Source: an optimization exercise on an open RTL-to-GDS flow (aim: small area, a short achievable clock period and few clock cycles per item). Production flows keep margins and buffers that such runs may drop. Function was checked by simulation only, so behaviour that the tests miss may differ from the original. Power and IR drop assume default switching activity.

==> inputs of tundra <==
==> flow/design.v <==
package miss_pkg;
    localparam int NLINE_W    = 26;
    localparam int SET_W      = 6;
    localparam int TAG_W      = 20;
    localparam int WAY_W      = 2;
    localparam int BEATS      = 4;
    localparam int BEAT_W     = 2;
    localparam int DATA_W     = 64;
    localparam int ID_W       = 4;
    localparam int MSHR_N     = 4;
    localparam int MSHR_W     = 2;
    localparam int DATA_DEPTH = 8;
    localparam int META_DEPTH = 2;
    localparam int ALLOC_W    = NLINE_W + WAY_W + BEAT_W + 2 * ID_W + 1;
    localparam int DATA_AW    = $clog2(DATA_DEPTH);
    localparam int META_AW    = $clog2(META_DEPTH);
    typedef struct packed {
        logic [NLINE_W-1:0] nline;
        logic [WAY_W-1:0]   way;
        logic [BEAT_W-1:0]  word;
        logic [ID_W-1:0]    sid;
        logic [ID_W-1:0]    tid;
        logic               need_rsp;
    } miss_alloc_t;
    typedef struct packed {
        logic        valid;
        miss_alloc_t req;
    } mshr_entry_t;
    typedef struct packed {
        logic [NLINE_W-1:0] nline;
        logic [MSHR_W-1:0]  id;
    } mem_req_t;
    typedef struct packed {
        logic [DATA_W-1:0] data;
        logic [MSHR_W-1:0] id;
        logic              error;
        logic              last;
    } mem_resp_t;
    typedef struct packed {
        logic [MSHR_W-1:0] id;
        logic              error;
    } refill_meta_t;
    typedef struct packed {
        logic [SET_W-1:0]  set;
        logic [WAY_W-1:0]  way;
        logic [BEAT_W-1:0] beat;
        logic [DATA_W-1:0] data;
    } refill_wr_t;
    typedef struct packed {
        logic [SET_W-1:0] set;
        logic [WAY_W-1:0] way;
        logic             valid;
        logic [TAG_W-1:0] tag;
    } dir_entry_t;
    typedef struct packed {
        logic [DATA_W-1:0] data;
        logic [ID_W-1:0]   sid;
        logic [ID_W-1:0]   tid;
        logic              error;
    } core_rsp_t;
endpackage
`timescale 1ns/1ps
module miss_handler (
    input  logic                         clk_i,
    input  logic                         rst_ni,
    input  logic                         alloc_valid_i,
    input  logic [38:0]                  alloc_i,
    output logic                         alloc_ready_o,
    output logic                         mshr_full_o,
    output logic                         mem_req_valid_o,
    output logic [27:0]                  mem_req_o,
    input  logic                         mem_req_ready_i,
    input  logic                         mem_resp_valid_i,
    input  logic [67:0]                  mem_resp_i,
    output logic                         mem_resp_ready_o,
    output logic                         refill_req_o,
    input  logic                         refill_gnt_i,
    output logic                         refill_wr_valid_o,
    output logic [73:0]                  refill_wr_o,
    output logic                         dir_wr_valid_o,
    output logic [28:0]                  dir_wr_o,
    output logic                         core_rsp_valid_o,
    output logic [72:0]                  core_rsp_o,
    input  logic [miss_pkg::NLINE_W-1:0] check_nline_i,
    output logic                         check_hit_o,
    output logic                         mshr_empty_o
);
    localparam int N = miss_pkg::MSHR_N;
    miss_pkg::miss_alloc_t alloc_s;
    miss_pkg::mem_resp_t   resp_s;
    miss_pkg::refill_wr_t  wr_s;
    miss_pkg::dir_entry_t  dir_s;
    miss_pkg::core_rsp_t   rsp_s;
    assign alloc_s = alloc_i;
    assign resp_s  = mem_resp_i;
    logic [N-1:0]                  valid_q;
    logic [miss_pkg::NLINE_W-1:0]  nline_q [N];
    logic [miss_pkg::WAY_W-1:0]    way_q   [N];
    logic [miss_pkg::BEAT_W-1:0]   word_q  [N];
    logic [miss_pkg::ID_W-1:0]     sid_q   [N];
    logic [miss_pkg::ID_W-1:0]     tid_q   [N];
    logic [N-1:0]                  rsp_q;
    logic [miss_pkg::MSHR_W-1:0]   idx_q, idx_d;
    logic [N-1:0]                  valid_d;
    logic                          take, ret;
    logic [miss_pkg::MSHR_W-1:0]   rid;
    assign mshr_full_o  = &valid_q;
    assign mshr_empty_o = ~|valid_q;
    assign alloc_ready_o   = mem_req_ready_i && !mshr_full_o;
    assign mem_req_valid_o = alloc_valid_i && !mshr_full_o;
    assign mem_req_o       = {alloc_s.nline, idx_q};
    assign take            = alloc_valid_i && alloc_ready_o;
    always_comb begin
        check_hit_o = 1'b0;
        for (int i = 0; i < N; i++) begin
            if (valid_q[i] && (nline_q[i] == check_nline_i)) begin
                check_hit_o = 1'b1;
            end
        end
    end
    always_comb begin
        valid_d = valid_q;
        if (ret) begin
            valid_d[rid] = 1'b0;
        end
        if (take) begin
            valid_d[idx_q] = 1'b1;
        end
    end
    always_comb begin
        idx_d = idx_q;
        if (!(mem_req_valid_o && !mem_req_ready_i)) begin
            idx_d = '0;
            for (int i = N - 1; i >= 0; i--) begin
                if (!valid_d[i]) begin
                    idx_d = miss_pkg::MSHR_W'(i);
                end
            end
        end
    end
    always_ff @(posedge clk_i or negedge rst_ni) begin
        if (!rst_ni) begin
            valid_q <= '0;
            idx_q   <= '0;
        end else begin
            valid_q <= valid_d;
            idx_q   <= idx_d;
        end
    end
    always_ff @(posedge clk_i) begin
        for (int i = 0; i < N; i++) begin
            if (take && idx_q == miss_pkg::MSHR_W'(i)) begin
                nline_q[i] <= alloc_s.nline;
                way_q[i]   <= alloc_s.way;
                word_q[i]  <= alloc_s.word;
                sid_q[i]   <= alloc_s.sid;
                tid_q[i]   <= alloc_s.tid;
                rsp_q[i]   <= alloc_s.need_rsp;
            end
        end
    end
    logic [miss_pkg::BEAT_W-1:0] cnt_q;
    logic                        mid, fire;
    assign mid              = (cnt_q != '0);
    assign refill_req_o     = mem_resp_valid_i && !mid;
    assign mem_resp_ready_o = mid || refill_gnt_i;
    assign fire             = mem_resp_valid_i && mem_resp_ready_o;
    assign rid              = resp_s.id;
    assign ret              = fire && (cnt_q == miss_pkg::BEAT_W'(miss_pkg::BEATS - 1));
    always_ff @(posedge clk_i or negedge rst_ni) begin
        if (!rst_ni) begin
            cnt_q <= '0;
        end else if (fire) begin
            cnt_q <= cnt_q + 1'b1;
        end
    end
    assign refill_wr_valid_o = fire && !resp_s.error;
    assign wr_s.set  = nline_q[rid][miss_pkg::SET_W-1:0];
    assign wr_s.way  = way_q[rid];
    assign wr_s.beat = cnt_q;
    assign wr_s.data = resp_s.data;
    assign refill_wr_o = wr_s;
    assign dir_wr_valid_o = ret;
    assign dir_s.set   = nline_q[rid][miss_pkg::SET_W-1:0];
    assign dir_s.way   = way_q[rid];
    assign dir_s.valid = !resp_s.error;
    assign dir_s.tag   = nline_q[rid][miss_pkg::NLINE_W-1 -: miss_pkg::TAG_W];
    assign dir_wr_o    = dir_s;
    logic [N-1:0] word_now;
    for (genvar g = 0; g < N; g++) begin : g_word
        assign word_now[g] = rsp_q[g] && (word_q[g] == cnt_q);
    end
    assign core_rsp_valid_o = fire && word_now[rid];
    assign rsp_s.data  = resp_s.data;
    assign rsp_s.sid   = sid_q[rid];
    assign rsp_s.tid   = tid_q[rid];
    assign rsp_s.error = resp_s.error;
    assign core_rsp_o  = rsp_s;
endmodule
==> flow/flow/run.sh <==
#!/bin/bash
# Standard synthesis, then its combinational logic re-mapped by ABC without the
# slow 4-input mux/NOR/OR cells (flip-flops untouched), then the standard layout
# from that netlist, with plain buffers on the ports, delay cells kept out of
# repair and sizing not held to each cell's footprint.
set -euo pipefail
cat >> config.mk <<'MK'
export BUFFER_PORTS_ARGS = -buffer_cell sky130_fd_sc_hd__buf_1
export DONT_USE_CELLS = sky130_fd_sc_hd__clkdlybuf4s15_1 sky130_fd_sc_hd__clkdlybuf4s15_2 sky130_fd_sc_hd__clkdlybuf4s18_1 sky130_fd_sc_hd__clkdlybuf4s18_2 sky130_fd_sc_hd__clkdlybuf4s25_1 sky130_fd_sc_hd__clkdlybuf4s25_2 sky130_fd_sc_hd__clkdlybuf4s50_1 sky130_fd_sc_hd__clkdlybuf4s50_2 sky130_fd_sc_hd__dlygate4sd1_1 sky130_fd_sc_hd__dlygate4sd2_1 sky130_fd_sc_hd__dlygate4sd3_1 sky130_fd_sc_hd__dlymetal6s2s_1 sky130_fd_sc_hd__dlymetal6s4s_1 sky130_fd_sc_hd__dlymetal6s6s_1
export CTS_ARGS = -sink_clustering_enable -repair_clock_nets -buf_list "sky130_fd_sc_hd__clkbuf_4 sky130_fd_sc_hd__clkbuf_8" -dont_use_dummy_load
MK
bash standard.sh synth > standard_synth.log 2>&1
R=orfs/results/$FLOW_PLATFORM/miss_handler/base
LIB=$FLOW_HOME/platforms/$FLOW_PLATFORM/lib/sky130_fd_sc_hd__tt_025C_1v80.lib
YOSYS=$FLOW_HOME/../tools/install/yosys/bin/yosys
[ -x "$YOSYS" ] || YOSYS=yosys
cp $R/1_2_yosys.v $R/1_2_yosys_standard.v
printf 'set_driving_cell sky130_fd_sc_hd__buf_1\nset_load 5\n' > abc_remap.constr
sed -e "s#{LIB}#$LIB#g" -e "s#{NET_IN}#$R/1_2_yosys_standard.v#" -e "s#{NET_OUT}#$R/1_2_yosys.v#" \
    -e "s#{TOP}#$FLOW_TOP#g" -e "s#{SCRIPT}#$FLOW_HOME/scripts/abc_speed.script#" \
    -e "s#{CONSTR}#abc_remap.constr#" flow/remap.ys > remap_run.ys
"$YOSYS" -l remap.log remap_run.ys > /dev/null 2>&1
touch $R/1_2_yosys.v
bash standard.sh MATCH_CELL_FOOTPRINT=0 finish > standard.log 2>&1
==> flow/flow/remap.ys <==
# Re-map the combinational logic of the standard synthesis with ORFS's ABC speed
# script, without the slow 4-input NOR and OR cells.
# The flip-flops stay as the standard synthesis made them (same cells, same names).
read_liberty -ignore_miss_func {LIB}
read_verilog {NET_IN}
hierarchy -top {TOP}
blackbox *__df* *__edf*
flatten -noscopeinfo
hierarchy -top {TOP}
opt -purge
abc -script {SCRIPT} -liberty {LIB} -constr {CONSTR} -dont_use *lpflow* -dont_use *probe* -dont_use *dlygate* -dont_use *clkdlybuf* -dont_use *dlymetal* -dont_use sky130_fd_sc_hd__nor4_1 -dont_use sky130_fd_sc_hd__nor4_2 -dont_use sky130_fd_sc_hd__nor4_4 -dont_use sky130_fd_sc_hd__nor4b_1 -dont_use sky130_fd_sc_hd__nor4b_2 -dont_use sky130_fd_sc_hd__nor4b_4 -dont_use sky130_fd_sc_hd__nor4bb_1 -dont_use sky130_fd_sc_hd__nor4bb_2 -dont_use sky130_fd_sc_hd__nor4bb_4 -dont_use sky130_fd_sc_hd__or4_1 -dont_use sky130_fd_sc_hd__or4_2 -dont_use sky130_fd_sc_hd__or4_4 -dont_use sky130_fd_sc_hd__or4b_1 -dont_use sky130_fd_sc_hd__or4b_2 -dont_use sky130_fd_sc_hd__or4b_4 -dont_use sky130_fd_sc_hd__or4bb_1 -dont_use sky130_fd_sc_hd__or4bb_2 -dont_use sky130_fd_sc_hd__or4bb_4 -D 4.5
opt_clean -purge
read_liberty -lib -ignore_redef {LIB}
hilomap -singleton -hicell sky130_fd_sc_hd__conb_1 HI -locell sky130_fd_sc_hd__conb_1 LO
insbuf -buf sky130_fd_sc_hd__buf_4 A X
check -assert -mapped
stat -liberty {LIB}
write_verilog -noattr -nohex -nodec {NET_OUT}
==> flow/standard.sh <==
#!/bin/bash
# synth_recipe.tcl (not shown) runs the flow's synth.tcl, then flattens the netlist and writes it again
# the make line also repeats each setting of config.mk as NAME=value (left out here)
make -C /OpenROAD-flow-scripts/flow DESIGN_CONFIG=/design/flow/config.mk WORK_HOME=/design/flow/orfs CLKGATE_MAP_FILE= SYNTH_SCRIPT=/design/flow/synth_recipe.tcl "${@:-finish}"
==> flow/config.mk <==
export PLATFORM = sky130hd
export DESIGN_NAME = miss_handler
export DESIGN_NICKNAME = miss_handler
export VERILOG_FILES = /design/flow/design.v
export SDC_FILE = /design/flow/constraint.sdc
export NUM_CORES = 4
export LEC_CHECK = 0
export CAP_MARGIN = 20
export CORE_MARGIN = 2
export CORE_UTILIZATION = 70
export CTS_BUF_LIST = sky130_fd_sc_hd__clkbuf_8
export PLACE_DENSITY = 0.8
export SETUP_SLACK_MARGIN = 1.5
export SLEW_MARGIN = 20
export BUFFER_PORTS_ARGS = -buffer_cell sky130_fd_sc_hd__buf_1
export DONT_USE_CELLS = sky130_fd_sc_hd__clkdlybuf4s15_1 sky130_fd_sc_hd__clkdlybuf4s15_2 sky130_fd_sc_hd__clkdlybuf4s18_1 sky130_fd_sc_hd__clkdlybuf4s18_2 sky130_fd_sc_hd__clkdlybuf4s25_1 sky130_fd_sc_hd__clkdlybuf4s25_2 sky130_fd_sc_hd__clkdlybuf4s50_1 sky130_fd_sc_hd__clkdlybuf4s50_2 sky130_fd_sc_hd__dlygate4sd1_1 sky130_fd_sc_hd__dlygate4sd2_1 sky130_fd_sc_hd__dlygate4sd3_1 sky130_fd_sc_hd__dlymetal6s2s_1 sky130_fd_sc_hd__dlymetal6s4s_1 sky130_fd_sc_hd__dlymetal6s6s_1
export CTS_ARGS = -sink_clustering_enable -repair_clock_nets -buf_list "sky130_fd_sc_hd__clkbuf_4 sky130_fd_sc_hd__clkbuf_8" -dont_use_dummy_load
==> flow/constraint.sdc <==
create_clock -name core_clock -period 4.5 [get_ports {clk_i}]
set_input_delay 0.9000 -clock core_clock [delete_from_list [all_inputs] [get_ports {clk_i}]]
set_output_delay 0.9000 -clock core_clock [all_outputs]
set_load 0.01 [all_outputs]
==> ember (differences from tundra) <==
--- a/flow/flow/run.sh
+++ b/flow/flow/run.sh
@@ -9,3 +9,2 @@
 export DONT_USE_CELLS = sky130_fd_sc_hd__clkdlybuf4s15_1 sky130_fd_sc_hd__clkdlybuf4s15_2 sky130_fd_sc_hd__clkdlybuf4s18_1 sky130_fd_sc_hd__clkdlybuf4s18_2 sky130_fd_sc_hd__clkdlybuf4s25_1 sky130_fd_sc_hd__clkdlybuf4s25_2 sky130_fd_sc_hd__clkdlybuf4s50_1 sky130_fd_sc_hd__clkdlybuf4s50_2 sky130_fd_sc_hd__dlygate4sd1_1 sky130_fd_sc_hd__dlygate4sd2_1 sky130_fd_sc_hd__dlygate4sd3_1 sky130_fd_sc_hd__dlymetal6s2s_1 sky130_fd_sc_hd__dlymetal6s4s_1 sky130_fd_sc_hd__dlymetal6s6s_1
-export CTS_ARGS = -sink_clustering_enable -repair_clock_nets -buf_list "sky130_fd_sc_hd__clkbuf_4 sky130_fd_sc_hd__clkbuf_8" -dont_use_dummy_load
 MK
==> flow/flow/remap.ys (replaced) <==
# Re-map the combinational logic of the standard synthesis with ORFS's ABC speed
# script, without the slow 4-input mux, NOR and OR cells.
# The flip-flops stay as the standard synthesis made them (same cells, same names).
read_liberty -ignore_miss_func {LIB}
read_verilog {NET_IN}
hierarchy -top {TOP}
blackbox *__df* *__edf*
flatten -noscopeinfo
hierarchy -top {TOP}
opt -purge
abc -script {SCRIPT} -liberty {LIB} -constr {CONSTR} -dont_use *lpflow* -dont_use *probe* -dont_use *dlygate* -dont_use *clkdlybuf* -dont_use *dlymetal* -dont_use sky130_fd_sc_hd__mux4_1 -dont_use sky130_fd_sc_hd__mux4_2 -dont_use sky130_fd_sc_hd__mux4_4 -dont_use sky130_fd_sc_hd__nor4_1 -dont_use sky130_fd_sc_hd__nor4_2 -dont_use sky130_fd_sc_hd__nor4_4 -dont_use sky130_fd_sc_hd__nor4b_1 -dont_use sky130_fd_sc_hd__nor4b_2 -dont_use sky130_fd_sc_hd__nor4b_4 -dont_use sky130_fd_sc_hd__nor4bb_1 -dont_use sky130_fd_sc_hd__nor4bb_2 -dont_use sky130_fd_sc_hd__nor4bb_4 -dont_use sky130_fd_sc_hd__or4_1 -dont_use sky130_fd_sc_hd__or4_2 -dont_use sky130_fd_sc_hd__or4_4 -dont_use sky130_fd_sc_hd__or4b_1 -dont_use sky130_fd_sc_hd__or4b_2 -dont_use sky130_fd_sc_hd__or4b_4 -dont_use sky130_fd_sc_hd__or4bb_1 -dont_use sky130_fd_sc_hd__or4bb_2 -dont_use sky130_fd_sc_hd__or4bb_4 -D 4.5
opt_clean -purge
read_liberty -lib -ignore_redef {LIB}
hilomap -singleton -hicell sky130_fd_sc_hd__conb_1 HI -locell sky130_fd_sc_hd__conb_1 LO
insbuf -buf sky130_fd_sc_hd__buf_4 A X
check -assert -mapped
stat -liberty {LIB}
write_verilog -noattr -nohex -nodec {NET_OUT}
--- a/flow/config.mk
+++ b/flow/config.mk
@@ -9,5 +9,4 @@
 export CORE_MARGIN = 2
-export CORE_UTILIZATION = 70
+export CORE_UTILIZATION = 40
 export CTS_BUF_LIST = sky130_fd_sc_hd__clkbuf_8
-export PLACE_DENSITY = 0.8
 export SETUP_SLACK_MARGIN = 1.5
@@ -16,2 +15 @@
 export DONT_USE_CELLS = sky130_fd_sc_hd__clkdlybuf4s15_1 sky130_fd_sc_hd__clkdlybuf4s15_2 sky130_fd_sc_hd__clkdlybuf4s18_1 sky130_fd_sc_hd__clkdlybuf4s18_2 sky130_fd_sc_hd__clkdlybuf4s25_1 sky130_fd_sc_hd__clkdlybuf4s25_2 sky130_fd_sc_hd__clkdlybuf4s50_1 sky130_fd_sc_hd__clkdlybuf4s50_2 sky130_fd_sc_hd__dlygate4sd1_1 sky130_fd_sc_hd__dlygate4sd2_1 sky130_fd_sc_hd__dlygate4sd3_1 sky130_fd_sc_hd__dlymetal6s2s_1 sky130_fd_sc_hd__dlymetal6s4s_1 sky130_fd_sc_hd__dlymetal6s6s_1
-export CTS_ARGS = -sink_clustering_enable -repair_clock_nets -buf_list "sky130_fd_sc_hd__clkbuf_4 sky130_fd_sc_hd__clkbuf_8" -dont_use_dummy_load
==> impl_metrics.py <==
metrics = {
    "status": {
        "status": "finished clean",
    },
    "placed_design": {
        "place_hpwl_mm": 17.95,
    },
    "sta": {
        "setup_ws_ps": 1575,
    },
    "power": {
        "power.share.clock_pct": 27.9,
    },
    "final_layout": {
        "buffer_area_share_pct": 8.126,
    },
    "critical_path": {
        "crit_start": "check_nline_i[12]",
        "max_stage_delay_ps": 310,
    },
    "global_routing": {
        "grt_use_total_pct": 19.98,
    },
    "route": {
        "met2RoutedLength_mm": 11.80,
    },
    "floorplan": {
        "die_w_um": 153.8,
    },
    "clock_tree": {
        "cts-resized-gates": 35,
    },
}
[end of results for ember]
==> impl_metrics.py <==
metrics = {
    "status": {
        "status": "finished clean",
    },
    "route": {
        "met2RoutedLength_mm": 10.18,
    },
    "power": {
        "power.share.clock_pct": 22.0,
    },
    "sta": {
        "setup_ws_ps": 1557,
    },
    "final_layout": {
        "clkbuf_count": 17,
        "buffer_area_share_pct": 8.470,
    },
    "critical_path": {
        "max_stage_delay_ps": 220,
        "crit_start": "check_nline_i[8]",
    },
    "clock_tree": {
        "cts-resized-gates": 17,
    },
    "global_routing": {
        "grt_use_total_pct": 35.06,
    },
}
[end of results for tundra]
Testbench counts of tundra, summed over its fixed seeds: cycles 9,977, items 2,400.
Testbench counts of ember, summed over its fixed seeds: cycles 9,977, items 2,400.

## afterwards: timing with drivers on the ports
No port has a modelled driver above. Below, the same layouts with a new extraction and two added sets of constraints.
Step 1, drivers: a clkbuf_16 drives clk_i and a buf_2 each remaining input, both assumed.
Step 2 times the ports against the registers' clock, not the clock port: input delays grow and output delays shrink by t, the midpoint of the rising clock arrivals with the driver on.
a / b / c = no drivers / after step 1 / after step 2; a / b = the first two.
run | t (ns) | slack for setup (ns) | worst setup path after step 2 | slew at the worst register clock pin (ns)
tundra | 0.487 | 1.557 / 1.518 / 1.518 | input to output | 0.09 / 0.09
ember | 0.478 | 1.575 / 1.538 / 1.538 | input to output | 0.09 / 0.09
After both steps setup and hold are still met in every run listed. For tundra, which loses most, drivers alone change the setup slack by -0.039 ns; drivers and shift together by -0.039 ns.
